From an optimization exercise on the open Yosys and OpenROAD flow, aimed at small area and a short achievable clock period; shortcuts taken in it are not production practice.
Function was checked by simulation only, so behaviour that the tests miss may differ from the original.
Power is estimated from default activity; no workload was simulated.

==> module spi_ram_ctrl, before the edit <==
module spi_ram_ctrl (
  input  logic       clk,
  input  logic       rst_n,
  input  logic [9:0] din,
  input  logic       rx_valid,
  output logic [7:0] dout,
  output logic       tx_valid,
  output logic       cmd_err
);
  logic        rx_valid_q;
  logic        accept;
  logic [1:0]  opcode;
  logic        wr_addr_vld;
  logic        rd_armed;
  logic [7:0]  wr_addr;
  logic [31:0] rd_lo;
  logic [7:0]  rd_hi;
  logic        wr_go;
  logic        rd_fire;
  logic        we_q;
  logic [15:0] we_hi_n;
  logic [15:0] we_lo_n;
  logic [7:0]  wdata_q;
  logic        hit_q;
  logic [7:0]  mem [256];
  logic [7:0]  p   [8];
  logic [7:0]  rd_data;
  assign accept  = rx_valid & ~rx_valid_q;
  assign opcode  = din[9:8];
  assign wr_go   = accept & (opcode == 2'b01) & wr_addr_vld;
  assign rd_fire = accept & (opcode == 2'b11) & rd_armed;
  always_comb begin
    rd_data = '0;
    for (int k = 0; k < 8; k++) rd_data = rd_data | (p[k] & {8{rd_hi[k]}});
  end
  always_ff @(posedge clk or negedge rst_n) begin
    if (!rst_n) begin
      rx_valid_q  <= 1'b0;
      wr_addr_vld <= 1'b0;
      rd_armed    <= 1'b0;
      cmd_err     <= 1'b0;
      tx_valid    <= 1'b0;
      dout        <= '0;
    end else begin
      rx_valid_q <= rx_valid;
      cmd_err    <= accept & (((opcode == 2'b01) & ~wr_addr_vld) |
                              ((opcode == 2'b11) & ~rd_armed));
      if (accept) begin
        tx_valid <= (opcode == 2'b11) & rd_armed;
        case (opcode)
          2'b00:   wr_addr_vld <= 1'b1;
          2'b10:   rd_armed    <= 1'b1;
          2'b11:   rd_armed    <= 1'b0;
          default: ;
        endcase
      end
      if (rd_fire) begin
        dout <= hit_q ? wdata_q : rd_data;
      end
    end
  end
  always_ff @(posedge clk) begin
    if (accept & (opcode == 2'b00)) wr_addr <= din[7:0];
    if (accept & (opcode == 2'b10)) begin
      for (int j = 0; j < 32; j++) rd_lo[j] <= (din[4:0] == 5'(j));
      for (int j = 0; j < 8; j++)  rd_hi[j] <= (din[7:5] == 3'(j));
    end
    if (accept) wdata_q <= din[7:0];
    we_q <= wr_go;
    for (int j = 0; j < 16; j++) begin
      we_hi_n[j] <= ~(wr_go & (wr_addr[7:4] == 4'(j)));
      we_lo_n[j] <= ~(wr_addr[3:0] == 4'(j));
    end
    hit_q <= we_q & rd_lo[wr_addr[4:0]] & rd_hi[wr_addr[7:5]];
  end
  always_ff @(posedge clk) begin
    for (int r = 0; r < 256; r++) begin
      if (!(we_hi_n[r / 16] | we_lo_n[r % 16])) mem[r] <= wdata_q;
    end
  end
  always_ff @(posedge clk) begin
    for (int k = 0; k < 8; k++) begin
      logic [7:0] acc;
      acc = '0;
      for (int j = 0; j < 32; j++) acc = acc | (mem[32*k + j] & {8{rd_lo[j]}});
      p[k] <= acc;
    end
  end
endmodule
clock: 5.0 ns
lec_check: 0
cap_margin: 20
core_margin: 2
core_utilization: 65
cts_cluster_diameter: 100
cts_cluster_size: 30
setup_slack_margin: 2.9
slew_margin: 20
run.sh (not shown) runs the stock make flow with config.mk's settings and CLKGATE_MAP_FILE= SYNTH_SCRIPT=/design/flow/synth_recipe.tcl, a recipe that flattens the netlist after the stock synthesis.
The first run finished clean.
==> next run, changes <==
--- a/flow/design.v
+++ b/flow/design.v
@@ -11,29 +11,29 @@
   logic        accept;
   logic [1:0]  opcode;
   logic        wr_addr_vld;
   logic        rd_armed;
   logic [7:0]  wr_addr;
-  logic [31:0] rd_lo;
-  logic [7:0]  rd_hi;
+  logic [15:0] rd_lo;
+  logic [15:0] rd_hi;
   logic        wr_go;
   logic        rd_fire;
   logic        we_q;
   logic [15:0] we_hi_n;
   logic [15:0] we_lo_n;
   logic [7:0]  wdata_q;
   logic        hit_q;
   logic [7:0]  mem [256];
-  logic [7:0]  p   [8];
+  logic [7:0]  p   [16];
   logic [7:0]  rd_data;
   assign accept  = rx_valid & ~rx_valid_q;
   assign opcode  = din[9:8];
   assign wr_go   = accept & (opcode == 2'b01) & wr_addr_vld;
   assign rd_fire = accept & (opcode == 2'b11) & rd_armed;
   always_comb begin
     rd_data = '0;
-    for (int k = 0; k < 8; k++) rd_data = rd_data | (p[k] & {8{rd_hi[k]}});
+    for (int k = 0; k < 16; k++) rd_data = rd_data | (p[k] & {8{rd_hi[k]}});
   end
   always_ff @(posedge clk or negedge rst_n) begin
     if (!rst_n) begin
       rx_valid_q  <= 1'b0;
       wr_addr_vld <= 1'b0;
@@ -60,30 +60,32 @@
     end
   end
   always_ff @(posedge clk) begin
     if (accept & (opcode == 2'b00)) wr_addr <= din[7:0];
     if (accept & (opcode == 2'b10)) begin
-      for (int j = 0; j < 32; j++) rd_lo[j] <= (din[4:0] == 5'(j));
-      for (int j = 0; j < 8; j++)  rd_hi[j] <= (din[7:5] == 3'(j));
+      for (int j = 0; j < 16; j++) begin
+        rd_lo[j] <= (din[3:0] == 4'(j));
+        rd_hi[j] <= (din[7:4] == 4'(j));
+      end
     end
     if (accept) wdata_q <= din[7:0];
     we_q <= wr_go;
     for (int j = 0; j < 16; j++) begin
       we_hi_n[j] <= ~(wr_go & (wr_addr[7:4] == 4'(j)));
       we_lo_n[j] <= ~(wr_addr[3:0] == 4'(j));
     end
-    hit_q <= we_q & rd_lo[wr_addr[4:0]] & rd_hi[wr_addr[7:5]];
+    hit_q <= we_q & rd_lo[wr_addr[3:0]] & rd_hi[wr_addr[7:4]];
   end
   always_ff @(posedge clk) begin
     for (int r = 0; r < 256; r++) begin
       if (!(we_hi_n[r / 16] | we_lo_n[r % 16])) mem[r] <= wdata_q;
     end
   end
   always_ff @(posedge clk) begin
-    for (int k = 0; k < 8; k++) begin
+    for (int k = 0; k < 16; k++) begin
       logic [7:0] acc;
       acc = '0;
-      for (int j = 0; j < 32; j++) acc = acc | (mem[32*k + j] & {8{rd_lo[j]}});
+      for (int j = 0; j < 16; j++) acc = acc | (mem[16*k + j] & {8{rd_lo[j]}});
       p[k] <= acc;
     end
   end
 endmodule
After rerunning:
- die area came out higher by 1.5%
- design area climbs by 0.31%
- global-route usage goes down by 4.2 points
- routed wire length is lower by 12%
- worst hold slack is better by 0.026 ns
- register-to-register slack is worse by 0.11 ns
- utilization drops by 0.89 points
- non-clock buffer count came out lower by 101
- sequential share of layout area increases by 0.98 points
- power is higher by 1.8%
- combinational power goes up by about 3%
- maximum frequency is higher by 2.1%
- clock power went up by about 1%

==> port drivers added, routing unchanged <==
No port has a modelled driver above. Below, the same layouts with a new extraction and two added sets of constraints. Step 1 (the two cells are an assumption about what drives the block):
set clk [get_ports {clk}]
set_driving_cell -lib_cell sky130_fd_sc_hd__clkbuf_16 $clk
set_driving_cell -lib_cell sky130_fd_sc_hd__buf_2 [delete_from_list [all_inputs] $clk]
Step 2 times the ports against the registers' clock, not the clock port: input delays grow and output delays shrink by t, the midpoint of the rising clock arrivals with the driver on. a / b / c = ideal / step 1 / step 2; a / b = the first two.
| run | t, ns | setup slack, ns | worst register clock-pin slew, ns | worst data-port slew with drivers (ns) |
|---|---|---|---|---|
| the first run | 0.795 | 2.606 / 2.531 / 2.228 | 0.12 / 0.12 | 0.14 |
| the second run | 0.786 | 2.655 / 2.578 / 2.200 | 0.12 / 0.12 | 0.18 |
After both steps every run listed still meets setup and hold. For the second run, which loses most, drivers alone change the setup slack by -0.077 ns; drivers and shift together by -0.455 ns.
